From an optimization exercise on the open Yosys and OpenROAD flow, aimed at small area and a short achievable clock period; shortcuts taken in it are not production practice.
At most, simulation tests tie the RTL to the original design; equivalence was not proved.

the baseline:
==> flow/design.v <==
module spi_mem_target #(
  parameter int ADDR_W    = 8,
  parameter int MEM_DEPTH = 256
) (
  input  logic clk,
  input  logic rst,
  input  logic spi_sck,
  input  logic spi_cs_n,
  input  logic spi_mosi,
  output logic spi_miso,
  output logic spi_miso_oe,
  output logic busy,
  output logic cmd_err
);
  typedef enum logic [2:0] {
    IDLE, CMD, ADDR, READ, WRITE, STATUS, IGNORE
  } state_t;
  function automatic int plane_k(input int b);
    case (b)
      7, 6:    plane_k = 3;
      5, 4:    plane_k = 4;
      default: plane_k = 5;
    endcase
  endfunction
  state_t      state;
  logic [1:0]  sck_sync, cs_sync, mosi_sync;
  logic        sck_prev, cs_prev;
  logic        sck_s, cs_s, mosi_s;
  logic        sck_rise, sck_fall, cs_rise, cs_fall;
  logic [2:0]  bit_cnt;
  logic [6:0]  rx_sr;
  logic [7:0]  rx_byte;
  logic        miso_bit;
  logic        byte_done;
  logic [7:0]  addr;
  logic [7:0]  addr_inc;
  logic        is_read;
  logic        mem_we;
  logic        wel;
  logic        wrote;
  logic [4:0]  ph;
  logic [4:0]  ph_n;
  logic [7:0]  wbuf;
  logic        wact;
  logic        wlast;
  logic [4:0]  wcnt;
  logic [2:0]  wpos;
  logic [2:0]  eq_a;
  logic        eq_i;
  logic [2:0]  rm;
  logic [4:0]  rsel7;
  logic        rm7;
  logic [7:0]  txb;
  logic        tx_bit;
  logic        c_win;
  logic        cm0, cm1;
  logic        cand0, cand1;
  logic        first1, first2;
  logic        cwin_n;
  assign sck_s     = sck_sync[1];
  assign cs_s      = cs_sync[1];
  assign mosi_s    = mosi_sync[1];
  assign sck_rise  = sck_s & ~sck_prev;
  assign sck_fall  = ~sck_s & sck_prev;
  assign cs_rise   = cs_s & ~cs_prev;
  assign cs_fall   = ~cs_s & cs_prev;
  assign rx_byte   = {rx_sr, mosi_s};
  assign byte_done = sck_rise && (bit_cnt == 3'd7);
  assign mem_we    = (state == WRITE) && byte_done && !cs_rise;
  assign spi_miso  = miso_bit;
  assign addr_inc  = addr + 8'd1;
  assign ph_n      = ph + 5'd1;
  assign cwin_n    = (state == ADDR) && (bit_cnt == 3'd7);
  assign eq_a[0] = (ph_n[2:0] == addr[2:0]);
  assign eq_a[1] = eq_a[0] && (ph_n[3] == addr[3]);
  assign eq_a[2] = eq_a[1] && (ph_n[4] == addr[4]);
  assign eq_i    = (ph_n[2:0] == addr_inc[2:0]);
  always_ff @(posedge clk or posedge rst) begin
    if (rst) begin
      sck_sync  <= 2'b00;
      cs_sync   <= 2'b00;
      mosi_sync <= 2'b00;
      sck_prev  <= 1'b0;
      cs_prev   <= 1'b0;
    end else begin
      sck_sync  <= {sck_sync[0], spi_sck};
      cs_sync   <= {cs_sync[0], spi_cs_n};
      mosi_sync <= {mosi_sync[0], spi_mosi};
      sck_prev  <= sck_s;
      cs_prev   <= cs_s;
    end
  end
  always_ff @(posedge clk) begin
    ph    <= ph_n;
    wlast <= wact && (wcnt == 5'd31);
    if (mem_we) begin
      wbuf <= rx_byte;
      wact <= 1'b1;
      wcnt <= 5'd0;
    end else if (wact) begin
      wcnt <= wcnt + 5'd1;
      if (wcnt == 5'd31) begin
        wact <= 1'b0;
      end
    end
    wpos <= wact ? eq_a : 3'b000;
  end
  always_ff @(posedge clk) begin
    if (!cs_rise && state == ADDR && byte_done) begin
      addr <= rx_byte;
    end else if ((!cs_rise && state == READ && byte_done) || wlast) begin
      addr <= addr_inc;
    end
  end
  always_ff @(posedge clk) begin
    c_win  <= cwin_n;
    cm0    <= (ph_n[2:0] == {rx_sr[1:0], 1'b0});
    cm1    <= (ph_n[2:0] == {rx_sr[1:0], 1'b1});
    first1 <= (state == ADDR) && byte_done;
    first2 <= first1;
  end
  always_ff @(posedge clk) begin
    rm    <= eq_a;
    rsel7 <= cwin_n ? rx_sr[6:2] : addr_inc[7:3];
    rm7   <= eq_i && (bit_cnt != 3'd0);
  end
  for (genvar b = 0; b < 8; b++) begin : g_plane
    localparam int K = plane_k(b);
    localparam int L = 1 << K;
    localparam int R = 256 >> K;
    logic [R-1:0] taps;
    logic         tap;
    for (genvar r = 0; r < R; r++) begin : g_ring
      logic [L-1:0] sr;
      logic         we;
      assign we = wpos[K-3] && (addr[7:K] == r);
      always_ff @(posedge clk) begin
        sr <= {sr[L-2:0], we ? wbuf[b] : sr[L-1]};
      end
      assign taps[r] = sr[L-1];
    end
    if (b == 7) begin : g_cap7
      assign tap = taps[rsel7];
      always_ff @(posedge clk) begin
        if (c_win && cm0) cand0 <= tap;
        if (c_win && cm1) cand1 <= tap;
        if (first2) begin
          txb[7] <= addr[0] ? cand1 : cand0;
        end else if (!c_win && rm7) begin
          txb[7] <= tap;
        end
      end
    end else begin : g_capn
      assign tap = taps[addr[7:K]];
      always_ff @(posedge clk) begin
        if (rm[K-3]) txb[b] <= tap;
      end
    end
  end
  always_comb begin
    tx_bit = 1'b0;
    if (state == READ) begin
      tx_bit = txb[~bit_cnt];
    end else if (state == STATUS) begin
      tx_bit = wel && (bit_cnt == 3'd6);
    end
  end
  always_ff @(posedge clk or posedge rst) begin
    if (rst) begin
      state       <= IDLE;
      bit_cnt     <= 3'd0;
      rx_sr       <= 7'd0;
      miso_bit    <= 1'b0;
      is_read     <= 1'b0;
      spi_miso_oe <= 1'b0;
      busy        <= 1'b0;
      cmd_err     <= 1'b0;
      wel         <= 1'b0;
      wrote       <= 1'b0;
    end else begin
      cmd_err <= 1'b0;
      if (sck_rise) begin
        rx_sr   <= rx_byte[6:0];
        bit_cnt <= bit_cnt + 3'd1;
      end
      if (sck_fall) begin
        miso_bit <= tx_bit;
      end
      if (cs_rise) begin
        if (state == WRITE && wrote) begin
          wel <= 1'b0;
        end
        state       <= IDLE;
        spi_miso_oe <= 1'b0;
        busy        <= 1'b0;
        miso_bit    <= 1'b0;
      end else begin
        case (state)
          IDLE: begin
            if (cs_fall) begin
              state    <= CMD;
              busy     <= 1'b1;
              bit_cnt  <= 3'd0;
              miso_bit <= 1'b0;
              wrote    <= 1'b0;
            end
          end
          CMD: begin
            if (byte_done) begin
              case (rx_byte)
                8'h03: begin
                  state   <= ADDR;
                  is_read <= 1'b1;
                end
                8'h02: begin
                  if (wel) begin
                    state   <= ADDR;
                    is_read <= 1'b0;
                  end else begin
                    state   <= IGNORE;
                  end
                end
                8'h05: begin
                  state       <= STATUS;
                  spi_miso_oe <= 1'b1;
                end
                8'h06: begin
                  wel   <= 1'b1;
                  state <= IGNORE;
                end
                8'h04: begin
                  wel   <= 1'b0;
                  state <= IGNORE;
                end
                default: begin
                  state   <= IGNORE;
                  cmd_err <= 1'b1;
                end
              endcase
            end
          end
          ADDR: begin
            if (byte_done) begin
              if (is_read) begin
                state       <= READ;
                spi_miso_oe <= 1'b1;
              end else begin
                state <= WRITE;
              end
            end
          end
          READ: begin
          end
          WRITE: begin
            if (byte_done) begin
              wrote <= 1'b1;
            end
          end
          STATUS: begin
          end
          IGNORE: begin
          end
          default: begin
            state <= IDLE;
          end
        endcase
      end
    end
  end
endmodule
clock: 5.0 ns
lec_check: 0
cap_margin: 20
core_margin: 2
core_utilization: 70
cts_cluster_diameter: 100
cts_cluster_size: 25
setup_slack_margin: 2.8
slew_margin: 20
run.sh (not shown) runs the stock make flow with config.mk's settings and CLKGATE_MAP_FILE= SYNTH_SCRIPT=/design/flow/synth_recipe.tcl, a recipe that flattens the netlist after the stock synthesis.
[inputs] the candidate vs the baseline
--- a/flow/design.v
+++ b/flow/design.v
@@ -47,8 +47,5 @@
   logic [2:0]  wpos;
   logic [2:0]  eq_a;
-  logic        eq_i;
-  logic [2:0]  rm;
-  logic [4:0]  rsel7;
-  logic        rm7;
+  logic [2:0]  eq_i;
   logic [7:0]  txb;
   logic        tx_bit;
@@ -75,5 +72,7 @@
   assign eq_a[1] = eq_a[0] && (ph_n[3] == addr[3]);
   assign eq_a[2] = eq_a[1] && (ph_n[4] == addr[4]);
-  assign eq_i    = (ph_n[2:0] == addr_inc[2:0]);
+  assign eq_i[0] = (ph_n[2:0] == addr_inc[2:0]);
+  assign eq_i[1] = eq_i[0] && (ph_n[3] == addr_inc[3]);
+  assign eq_i[2] = eq_i[1] && (ph_n[4] == addr_inc[4]);
   always_ff @(posedge clk or posedge rst) begin
     if (rst) begin
@@ -120,9 +119,4 @@
     first2 <= first1;
   end
-  always_ff @(posedge clk) begin
-    rm    <= eq_a;
-    rsel7 <= cwin_n ? rx_sr[6:2] : addr_inc[7:3];
-    rm7   <= eq_i && (bit_cnt != 3'd0);
-  end
   for (genvar b = 0; b < 8; b++) begin : g_plane
     localparam int K = plane_k(b);
@@ -130,5 +124,8 @@
     localparam int R = 256 >> K;
     logic [R-1:0] taps;
+    logic [7-K:0] rsel;
+    logic         rmatch;
     logic         tap;
+    logic         nxt;
     for (genvar r = 0; r < R; r++) begin : g_ring
       logic [L-1:0] sr;
@@ -140,6 +137,22 @@
       assign taps[r] = sr[L-1];
     end
+    if (b == 0) begin : g_nxt0
+      assign nxt = 1'b0;
+    end else begin : g_nxtn
+      assign nxt = (bit_cnt >= 3'(8 - b));
+    end
+    if (b == 7) begin : g_sel7
+      always_ff @(posedge clk) begin
+        rsel   <= cwin_n ? rx_sr[6:2] : (nxt ? addr_inc[7:K] : addr[7:K]);
+        rmatch <= nxt ? eq_i[K-3] : eq_a[K-3];
+      end
+    end else begin : g_seln
+      always_ff @(posedge clk) begin
+        rsel   <= nxt ? addr_inc[7:K] : addr[7:K];
+        rmatch <= nxt ? eq_i[K-3] : eq_a[K-3];
+      end
+    end
+    assign tap = taps[rsel];
     if (b == 7) begin : g_cap7
-      assign tap = taps[rsel7];
       always_ff @(posedge clk) begin
         if (c_win && cm0) cand0 <= tap;
@@ -147,12 +160,11 @@
         if (first2) begin
           txb[7] <= addr[0] ? cand1 : cand0;
-        end else if (!c_win && rm7) begin
+        end else if (!c_win && rmatch) begin
           txb[7] <= tap;
         end
       end
     end else begin : g_capn
-      assign tap = taps[addr[7:K]];
-      always_ff @(posedge clk) begin
-        if (rm[K-3]) txb[b] <= tap;
+      always_ff @(posedge clk) begin
+        if (rmatch) txb[b] <= tap;
       end
     end
### Flow results
- Taking the baseline as the reference, in the candidate final-report max-slew violation count held; total of fill cells in the finished design went down 109.
- Relative to the baseline, the candidate degrades wire length of the first global-routing pass.
- The run with more setup slack is the baseline; the candidate has less.
- On post-detailed-routing wire length: between the candidate and the baseline, it ends up lower for the baseline.
- Comparing the candidate and the baseline, the lower count of standard-cell rows was measured on the baseline.
- Fraction of the mapped netlist area in simple logic gates: lower on the baseline
- Routed length on met3 (the candidate vs. the baseline) increases by more than 10%
- Largest vdd supply drop grows by a few percent when moving from the baseline to the candidate.
- Of the candidate and the baseline, the higher non-clock buffer total of the final layout belongs to the candidate.
The RTL of the candidate was laid out without a check of its function.

-- static timing again, ports no longer ideal --
The results above use ideal ports. As a check the final layouts listed here were re-extracted and re-timed, cells and wires unchanged. Step 1 sets driving cells, clkbuf_16 on the clock port and buf_2 on the other inputs (assumed; they add their load-dependent delay and slew). Step 2, shift: input delay + t, output delay - t, t = (earliest + latest rising clock arrival at the registers) / 2. This alone moves slack from input paths to output paths. a / b / c = no drivers / after step 1 / after step 2; a / b = the first two.
run	shift t [ns]	slack for setup (ns)	worst setup path at the end	latest minus earliest clock arrival (ns)
the baseline	0.712	2.798 / 2.737 / 2.872	register to register	0.025 / 0.024
the candidate	0.736	2.715 / 2.649 / 2.911	register to register	0.033 / 0.034
After both steps setup and hold are still met in every run listed.
